From an optimization exercise on the open Yosys and OpenROAD flow, aimed at a short achievable clock period and few clock cycles; shortcuts taken in it are not production practice. In this exercise RTL edits were held to simulation tests only and were not proved equivalent to the original. Power is estimated from default activity; no workload was simulated.

==> inputs of 11-15 <==
==> flow/design.v <==
`default_nettype none
package cpuPkg;
	localparam int dataW = 16;
	localparam int regAddrW = 4;
	localparam int regCount = 1 << regAddrW;
	typedef enum logic [3:0] {
		ADD = 4'h0,
		SUB = 4'h1,
		XOR = 4'h2,
		AND = 4'h3,
		LW  = 4'h8,
		SW  = 4'h9,
		LHB = 4'ha,
		LLB = 4'hb,
		B   = 4'hc,
		HLT = 4'hf
	} opcodeE;
	typedef struct packed {
		opcodeE opcode;
		logic [regAddrW-1:0] rd;
		logic [regAddrW-1:0] rs;
		logic [regAddrW-1:0] rt;
	} rTypeT;
	typedef struct packed {
		opcodeE opcode;
		logic [regAddrW-1:0] rd;
		logic [7:0] imm8;
	} immTypeT;
	typedef struct packed {
		opcodeE opcode;
		logic [2:0] cond;
		logic signed [8:0] offset;
	} brTypeT;
	typedef union packed {
		rTypeT rType;
		immTypeT immType;
		brTypeT brType;
	} instrU;
	typedef struct packed {
		logic n;
		logic v;
		logic z;
	} flagsT;
	typedef struct packed {
		logic valid;
		instrU instr;
		logic [dataW-1:0] pcNext;
		logic [dataW-1:0] srcA;
		logic [dataW-1:0] srcB;
		logic [regAddrW-1:0] rsIdx;
		logic [regAddrW-1:0] rtIdx;
		logic regWrite;
		logic memRead;
		logic memWrite;
		logic isBranch;
		logic isHalt;
	} decExT;
	typedef struct packed {
		logic valid;
		logic [dataW-1:0] aluOut;
		logic [dataW-1:0] storeData;
		logic [regAddrW-1:0] rd;
		logic regWrite;
		logic memRead;
		logic memWrite;
		logic isHalt;
	} exResT;
	typedef struct packed {
		logic [dataW-1:0] addr;
		logic [dataW-1:0] wdata;
		logic write;
	} memCmdT;
	typedef struct packed {
		logic en;
		logic [regAddrW-1:0] rd;
		logic [dataW-1:0] data;
	} wbT;
	localparam logic [2:0] NE = 3'b000;
	localparam logic [2:0] EQ = 3'b001;
	localparam logic [2:0] GT = 3'b010;
	localparam logic [2:0] LT = 3'b011;
	localparam logic [2:0] GE = 3'b100;
	localparam logic [2:0] LE = 3'b101;
	localparam logic [2:0] OV = 3'b110;
	localparam logic [2:0] UN = 3'b111;
endpackage
`default_nettype wire
`timescale 1ns/1ns
`default_nettype none
module pfxAdd16 (
	input wire logic [15:0] a,
	input wire logic [15:0] b,
	input wire logic cin,
	output logic [15:0] s,
	output logic c15,
	output logic c16
);
	logic [15:0] p0;
	logic [15:0] g [5];
	logic [15:0] p [5];
	always_comb begin
		p0 = a ^ b;
		g[0] = a & b;
		g[0][0] = (a[0] & b[0]) | (p0[0] & cin);
		p[0] = p0;
		for (int l = 0; l < 4; l++) begin
			for (int i = 0; i < 16; i++) begin
				if (i >= (1 << l)) begin
					g[l + 1][i] = g[l][i] | (p[l][i] & g[l][i - (1 << l)]);
					p[l + 1][i] = p[l][i] & p[l][i - (1 << l)];
				end else begin
					g[l + 1][i] = g[l][i];
					p[l + 1][i] = p[l][i];
				end
			end
		end
		s = p0 ^ {g[4][14:0], cin};
		c15 = g[4][14];
		c16 = g[4][15];
	end
endmodule
`default_nettype wire
`timescale 1ns/1ns
`default_nettype none
module cpu (
	input wire logic clk,
	input wire logic arstN,
	output logic [cpuPkg::dataW-1:0] pc,
	input wire cpuPkg::instrU instr,
	output logic memReq,
	output cpuPkg::memCmdT memCmd,
	input wire logic memAck,
	input wire logic [cpuPkg::dataW-1:0] memRdata,
	output logic hlt
);
	localparam int QN = 4;
	logic [15:0] pcReg;
	logic haltF;
	logic hltReg;
	logic fN, fV, fZ;
	logic eValid;
	logic wValid;
	logic [3:0] wRd;
	logic [15:0] wRes;
	logic eAs, eSub, eXor, eAnd, ePass, eLw, eSw;
	logic eWr;
	logic [3:0] eRd;
	logic [3:0] eOff;
	logic [15:0] eA, eB;
	logic reqReg;
	logic [2:0] qCount;
	logic [15:0] qAddr [QN];
	logic [15:0] qData [QN];
	logic qWrite [QN];
	logic [3:0] qRd [QN];
	logic [15:0] pend;
	logic [15:0] regs [1:15];
	logic [15:0] rfv [16];
	always_comb begin
		rfv[0] = 16'h0;
		for (int i = 1; i < 16; i++)
			rfv[i] = regs[i];
	end
	logic [15:0] bOp;
	logic [16:0] wide;
	logic ovf;
	logic [15:0] asRes;
	logic [15:0] aluRes;
	logic aN, aV, aZ;
	logic eSetsFlags;
	logic eMem;
	logic [15:0] sum;
	logic c15, c16;
	assign bOp = eB;
	pfxAdd16 aluAdd (
		.a(eA),
		.b(bOp),
		.cin(eSub),
		.s(sum),
		.c15(c15),
		.c16(c16)
	);
	assign wide = {eA[15] ^ bOp[15] ^ c16, sum};
	assign ovf = c16 ^ c15;
	assign asRes = ovf ? {wide[16], {15{!wide[16]}}} : wide[15:0];
	always_comb begin
		aluRes = 16'h0;
		if (eAs)
			aluRes = aluRes | asRes;
		if (eXor)
			aluRes = aluRes | (eA ^ eB);
		if (eAnd)
			aluRes = aluRes | (eA & eB);
		if (ePass)
			aluRes = aluRes | eB;
	end
	logic zAdd, zSub, zXor;
	assign zSub = (eA ^ eB) == 16'hffff;
	assign zXor = eA == eB;
	assign zAdd = ((eA ^ eB) == {eA[14:0] | eB[14:0], 1'b0}) && !(eA[15] && eB[15]);
	always_comb begin
		if (eAs) begin
			aN = wide[16];
			aV = ovf;
			aZ = eSub ? zSub : zAdd;
		end else if (eXor) begin
			aN = eA[15] ^ eB[15];
			aV = 1'b0;
			aZ = zXor;
		end else begin
			aN = eA[15] & eB[15];
			aV = 1'b0;
			aZ = (eA & eB) == 16'h0;
		end
	end
	assign eSetsFlags = eValid && (eAs || eXor || eAnd);
	assign eMem = eValid && (eLw || eSw);
	logic [15:0] eAddr;
	assign eAddr = eA + {12'h000, eOff};
	logic done;
	logic ldDone;
	logic [3:0] ldRd;
	logic push;
	assign done = reqReg && memAck;
	assign ldDone = done && !qWrite[0];
	assign ldRd = qRd[0];
	assign push = eMem;
	assign memReq = reqReg;
	assign memCmd.addr = qAddr[0];
	assign memCmd.wdata = qData[0];
	assign memCmd.write = qWrite[0];
	logic [15:0] iw;
	logic [3:0] dOp, dRd, dRs, dRt, dBIdx;
	logic dAlu, dLw, dSw, dLhb, dLlb, dBr, dHlt;
	logic dUsesA, dUsesB, dWrites;
	logic [15:0] dA, dB;
	logic dAdvance;
	logic taken;
	logic bN, bV, bZ;
	assign iw = instr;
	assign dOp = iw[15:12];
	assign dRd = iw[11:8];
	assign dRs = iw[7:4];
	assign dRt = iw[3:0];
	assign dAlu = dOp[3:2] == 2'b00;
	assign dLw = dOp == 4'h8;
	assign dSw = dOp == 4'h9;
	assign dLhb = dOp == 4'ha;
	assign dLlb = dOp == 4'hb;
	assign dBr = dOp == 4'hc;
	assign dHlt = dOp == 4'hf;
	assign dUsesA = dAlu || dLw || dSw;
	assign dUsesB = dAlu || dSw || dLhb;
	assign dBIdx = (dSw || dLhb) ? dRd : dRt;
	assign dWrites = dAlu || dLw || dLhb || dLlb;
	function automatic logic [15:0] readReg(input logic [3:0] idx);
		logic [15:0] base;
		logic hitW, hitL;
		base = rfv[idx];
		hitW = wValid && wRd == idx;
		hitL = ldDone && ldRd == idx && idx != 4'h0;
		readReg = hitW ? wRes : hitL ? memRdata : base;
	endfunction
	logic [15:0] dBt, dBd;
	assign dA = readReg(dRs);
	assign dBt = readReg(dRt);
	assign dBd = readReg(dRd);
	assign dB = (dSw || dLhb) ? dBd : dBt;
	logic ldOnAck;
	assign ldOnAck = reqReg && !qWrite[0];
	function automatic logic hazFor(input logic ack);
		logic [15:0] busyL, busyR;
		for (int r = 0; r < 16; r++) begin
			busyL[r] = pend[r] && !(ack && ldOnAck && ldRd == 4'(r));
			busyR[r] = busyL[r] || (eValid && eWr && eRd == 4'(r));
		end
		hazFor = (dUsesA && busyR[dRs]) || (dAlu && busyR[dRt]) || ((dSw || dLhb) && busyR[dRd])
			|| (dWrites && busyL[dRd]);
	endfunction
	function automatic logic condHolds(input logic [2:0] c, input logic n, input logic v, input logic z);
		case (c)
			3'd0: condHolds = !z;
			3'd1: condHolds = z;
			3'd2: condHolds = !z && !n;
			3'd3: condHolds = n;
			3'd4: condHolds = z || !n;
			3'd5: condHolds = n || z;
			3'd6: condHolds = v;
			default: condHolds = 1'b1;
		endcase
	endfunction
	logic predict;
	logic bPend, bPredT;
	logic [2:0] bCond;
	logic [15:0] bAlt;
	logic mis;
	assign predict = eSetsFlags && iw[11:9] != 3'd7;
	assign taken = predict ? iw[8] : condHolds(iw[11:9], fN, fV, fZ);
	assign mis = bPend && (condHolds(bCond, fN, fV, fZ) != bPredT);
	logic dMem;
	assign dMem = dLw || dSw;
	function automatic logic advFor(input logic ack);
		logic full;
		full = qCount - {2'b00, ack && reqReg} + {2'b00, eMem} == 3'(QN);
		advFor = !haltF && !hazFor(ack) && !(dMem && full) && !mis;
	endfunction
	logic adv0, adv1;
	assign adv0 = advFor(1'b0);
	assign adv1 = advFor(1'b1);
	assign dAdvance = memAck ? adv1 : adv0;
	logic [15:0] pcInc;
	logic [15:0] pcBr;
	assign pcInc = pcReg + 16'd1;
	logic brC15, brC16;
	pfxAdd16 brAdd (
		.a(pcReg),
		.b({{7{iw[8]}}, iw[8:0]}),
		.cin(1'b1),
		.s(pcBr),
		.c15(brC15),
		.c16(brC16)
	);
	assign pc = pcReg;
	assign hlt = hltReg;
	logic [2:0] qCountNext;
	logic haltNext;
	assign qCountNext = qCount - {2'b00, done} + {2'b00, push};
	assign haltNext = haltF || (dAdvance && dHlt);
	always_ff @(posedge clk or negedge arstN) begin
		if (!arstN) begin
			pcReg <= '0;
			haltF <= 1'b0;
			hltReg <= 1'b0;
			fN <= 1'b0;
			fV <= 1'b0;
			fZ <= 1'b0;
			eValid <= 1'b0;
			wValid <= 1'b0;
			bPend <= 1'b0;
			reqReg <= 1'b0;
			qCount <= '0;
			pend <= '0;
			for (int i = 1; i < 16; i++)
				regs[i] <= '0;
		end else begin
			if (eSetsFlags) begin
				fN <= aN;
				fV <= aV;
				fZ <= aZ;
			end
			for (int i = 1; i < 16; i++) begin
				if (ldDone && ldRd == 4'(i))
					regs[i] <= memRdata;
				else if (wValid && wRd == 4'(i))
					regs[i] <= wRes;
			end
			reqReg <= !memAck && qCountNext != 3'd0;
			hltReg <= haltNext && qCountNext == 3'd0;
			qCount <= qCountNext;
			begin : scoreboard
				logic [15:0] p;
				p = pend;
				if (ldDone)
					p[ldRd] = 1'b0;
				if (dAdvance && dLw && dRd != 4'h0)
					p[dRd] = 1'b1;
				pend <= p;
			end
			eValid <= dAdvance && (dAlu || dLw || dSw || dLhb || dLlb);
			wValid <= eValid && eWr;
			bPend <= dAdvance && dBr && predict;
			if (mis)
				pcReg <= bAlt;
			else if (dAdvance) begin
				if (dBr && taken)
					pcReg <= pcBr;
				else
					pcReg <= pcInc;
			end
			haltF <= haltNext;
		end
	end
	always_ff @(posedge clk) begin
		for (int i = 0; i < QN; i++) begin
			if (push && qCount - {2'b00, done} == 3'(i)) begin
				qAddr[i] <= eAddr;
				qData[i] <= eB;
				qWrite[i] <= eSw;
				qRd[i] <= eRd;
			end else if (done && i < QN - 1) begin
				qAddr[i] <= qAddr[(i + 1) % QN];
				qData[i] <= qData[(i + 1) % QN];
				qWrite[i] <= qWrite[(i + 1) % QN];
				qRd[i] <= qRd[(i + 1) % QN];
			end
		end
		wRd <= eRd;
		wRes <= aluRes;
		bPredT <= taken;
		bCond <= iw[11:9];
		bAlt <= taken ? pcInc : pcBr;
		begin
			eAs <= dOp[3:1] == 3'b000;
			eSub <= dOp == 4'h1;
			eXor <= dOp == 4'h2;
			eAnd <= dOp == 4'h3;
			ePass <= dLhb || dLlb;
			eLw <= dLw;
			eSw <= dSw;
			eWr <= (dAlu || dLhb || dLlb) && dRd != 4'h0;
			eRd <= dRd;
			eOff <= dRt;
			eA <= dA;
			eB <= dLlb ? {8'h00, iw[7:0]} : dLhb ? {iw[7:0], dB[7:0]} : (dOp == 4'h1) ? ~dB : dB;
		end
	end
endmodule
`default_nettype wire
==> flow/run.sh <==
#!/bin/bash
# synth_recipe.tcl (not shown) runs the flow's synth.tcl, then flattens the netlist and writes it again
# the make line also repeats each setting of config.mk as NAME=value (left out here)
make -C /OpenROAD-flow-scripts/flow DESIGN_CONFIG=/design/flow/config.mk WORK_HOME=/design/flow/orfs CLKGATE_MAP_FILE= SYNTH_SCRIPT=/design/flow/synth_recipe.tcl finish
==> flow/config.mk <==
export PLATFORM = sky130hd
export DESIGN_NAME = cpu
export DESIGN_NICKNAME = cpu
export VERILOG_FILES = /design/flow/design.v
export SDC_FILE = /design/flow/constraint.sdc
export NUM_CORES = 4
export LEC_CHECK = 0
export ABC_CLOCK_PERIOD_IN_PS = 1000
export CAP_MARGIN = 20
export CORE_MARGIN = 2
export CORE_UTILIZATION = 40
export SETUP_SLACK_MARGIN = 4.5
export SLEW_MARGIN = 20
==> flow/constraint.sdc <==
create_clock -name core_clock -period 7.2 [get_ports {clk}]
set_input_delay 1.4400 -clock core_clock [delete_from_list [all_inputs] [get_ports {clk}]]
set_output_delay 1.4400 -clock core_clock [all_outputs]
set_load 0.01 [all_outputs]
==> inputs of 11-03, as changes to 11-15 <==
--- a/flow/design.v
+++ b/flow/design.v
@@ -234,6 +234,7 @@
 	logic dAlu, dLw, dSw, dLhb, dLlb, dBr, dHlt;
 	logic dUsesA, dUsesB, dWrites;
 	logic [15:0] dA, dB;
+	logic haz;
 	logic dAdvance;
 	logic taken;
 	logic bN, bV, bZ;
@@ -254,60 +255,41 @@
 	assign dBIdx = (dSw || dLhb) ? dRd : dRt;
 	assign dWrites = dAlu || dLw || dLhb || dLlb;
 	function automatic logic [15:0] readReg(input logic [3:0] idx);
-		logic [15:0] base;
-		logic hitW, hitL;
-		base = rfv[idx];
-		hitW = wValid && wRd == idx;
-		hitL = ldDone && ldRd == idx && idx != 4'h0;
-		readReg = hitW ? wRes : hitL ? memRdata : base;
+		if (eValid && eWr && eRd == idx)
+			readReg = aluRes;
+		else if (wValid && wRd == idx)
+			readReg = wRes;
+		else if (ldDone && ldRd == idx && idx != 4'h0)
+			readReg = memRdata;
+		else
+			readReg = rfv[idx];
 	endfunction
-	logic [15:0] dBt, dBd;
 	assign dA = readReg(dRs);
-	assign dBt = readReg(dRt);
-	assign dBd = readReg(dRd);
-	assign dB = (dSw || dLhb) ? dBd : dBt;
-	logic ldOnAck;
-	assign ldOnAck = reqReg && !qWrite[0];
-	function automatic logic hazFor(input logic ack);
-		logic [15:0] busyL, busyR;
-		for (int r = 0; r < 16; r++) begin
-			busyL[r] = pend[r] && !(ack && ldOnAck && ldRd == 4'(r));
-			busyR[r] = busyL[r] || (eValid && eWr && eRd == 4'(r));
-		end
-		hazFor = (dUsesA && busyR[dRs]) || (dAlu && busyR[dRt]) || ((dSw || dLhb) && busyR[dRd])
-			|| (dWrites && busyL[dRd]);
+	assign dB = readReg(dBIdx);
+	function automatic logic busy(input logic [3:0] r);
+		busy = pend[r] && !(ldDone && ldRd == r);
 	endfunction
-	function automatic logic condHolds(input logic [2:0] c, input logic n, input logic v, input logic z);
-		case (c)
-			3'd0: condHolds = !z;
-			3'd1: condHolds = z;
-			3'd2: condHolds = !z && !n;
-			3'd3: condHolds = n;
-			3'd4: condHolds = z || !n;
-			3'd5: condHolds = n || z;
-			3'd6: condHolds = v;
-			default: condHolds = 1'b1;
+	assign haz = (dUsesA && busy(dRs)) || (dUsesB && busy(dBIdx)) || (dWrites && busy(dRd));
+	assign bN = eSetsFlags ? aN : fN;
+	assign bV = eSetsFlags ? aV : fV;
+	assign bZ = eSetsFlags ? aZ : fZ;
+	always_comb begin
+		case (iw[11:9])
+			3'd0: taken = !bZ;
+			3'd1: taken = bZ;
+			3'd2: taken = !bZ && !bN;
+			3'd3: taken = bN;
+			3'd4: taken = bZ || !bN;
+			3'd5: taken = bN || bZ;
+			3'd6: taken = bV;
+			default: taken = 1'b1;
 		endcase
-	endfunction
-	logic predict;
-	logic bPend, bPredT;
-	logic [2:0] bCond;
-	logic [15:0] bAlt;
-	logic mis;
-	assign predict = eSetsFlags && iw[11:9] != 3'd7;
-	assign taken = predict ? iw[8] : condHolds(iw[11:9], fN, fV, fZ);
-	assign mis = bPend && (condHolds(bCond, fN, fV, fZ) != bPredT);
+	end
 	logic dMem;
+	logic qFull;
 	assign dMem = dLw || dSw;
-	function automatic logic advFor(input logic ack);
-		logic full;
-		full = qCount - {2'b00, ack && reqReg} + {2'b00, eMem} == 3'(QN);
-		advFor = !haltF && !hazFor(ack) && !(dMem && full) && !mis;
-	endfunction
-	logic adv0, adv1;
-	assign adv0 = advFor(1'b0);
-	assign adv1 = advFor(1'b1);
-	assign dAdvance = memAck ? adv1 : adv0;
+	assign qFull = qCount - {2'b00, done} + {2'b00, eMem} == 3'(QN);
+	assign dAdvance = !haltF && !haz && !(dMem && qFull);
 	logic [15:0] pcInc;
 	logic [15:0] pcBr;
 	assign pcInc = pcReg + 16'd1;
@@ -336,7 +318,6 @@
 			fZ <= 1'b0;
 			eValid <= 1'b0;
 			wValid <= 1'b0;
-			bPend <= 1'b0;
 			reqReg <= 1'b0;
 			qCount <= '0;
 			pend <= '0;
@@ -368,10 +349,7 @@
 			end
 			eValid <= dAdvance && (dAlu || dLw || dSw || dLhb || dLlb);
 			wValid <= eValid && eWr;
-			bPend <= dAdvance && dBr && predict;
-			if (mis)
-				pcReg <= bAlt;
-			else if (dAdvance) begin
+			if (dAdvance) begin
 				if (dBr && taken)
 					pcReg <= pcBr;
 				else
@@ -396,9 +374,6 @@
 		end
 		wRd <= eRd;
 		wRes <= aluRes;
-		bPredT <= taken;
-		bCond <= iw[11:9];
-		bAlt <= taken ? pcInc : pcBr;
 		begin
 			eAs <= dOp[3:1] == 3'b000;
 			eSub <= dOp == 4'h1;
==> summary of the runs <==
In 11-03 the worst setup slack is worse than in 11-15, by 0.30 ns.
Between 11-03 and 11-15, the lower synthesized cell count is in 11-03 (gap about 8%, measured against 11-15).
Of 11-03 and 11-15, 11-15 has the higher synthesized area (gap about 5%, measured against 11-15).
Non-clock buffer count: 11-15 is higher than 11-03 (62).
Of 11-15 and 11-03, 11-15 has the higher first-iteration DRC count (gap 15%, measured against 11-03).
Between 11-15 and 11-03, the lower register-to-register slack is in 11-03 (gap 0.30 ns).
Power: 11-03 is lower than 11-15 (about 3.2%).
Between 11-03 and 11-15, the lower count of clock-buffer cells in the layout is in 11-03 (gap 7).
Via count: 11-15 is larger than 11-03 (10%).
Testbench counts of 11-15, summed over its fixed seeds: cycles 38,951.
Testbench counts of 11-03, summed over its fixed seeds: cycles 37,596.

==> afterwards: timing with drivers on the ports <==
In the flow no input, the clock included, has a driving cell. The finished layouts below were timed again as built, in two steps.
Step 1 sets driving cells, clkbuf_16 on the clock port and buf_2 on the other inputs (assumed; they add their load-dependent delay and slew).
Step 2 moves the port delays by t, midway between the first and last clock arrival at a register: inputs arrive t later, outputs are due t later. That takes back most of the time a late clock gives input paths.
Slacks: ideal / step 1 / step 2; pairs: ideal / step 1.
| run | t, ns | setup slack, ns | worst hold slack (ns) |
|---|---|---|---|
| 11-15 | 0.713 | 3.901 / 3.901 / 3.200 | 0.429 / 0.429 / 0.429 |
| 11-03 | 0.692 | 3.600 / 3.600 / 2.939 | 0.487 / 0.487 / 0.487 |
After both steps setup and hold are still met in every run listed. The setup slack of 11-15, which loses most, moves by 0.000 ns with the drivers and by -0.701 ns with both steps.
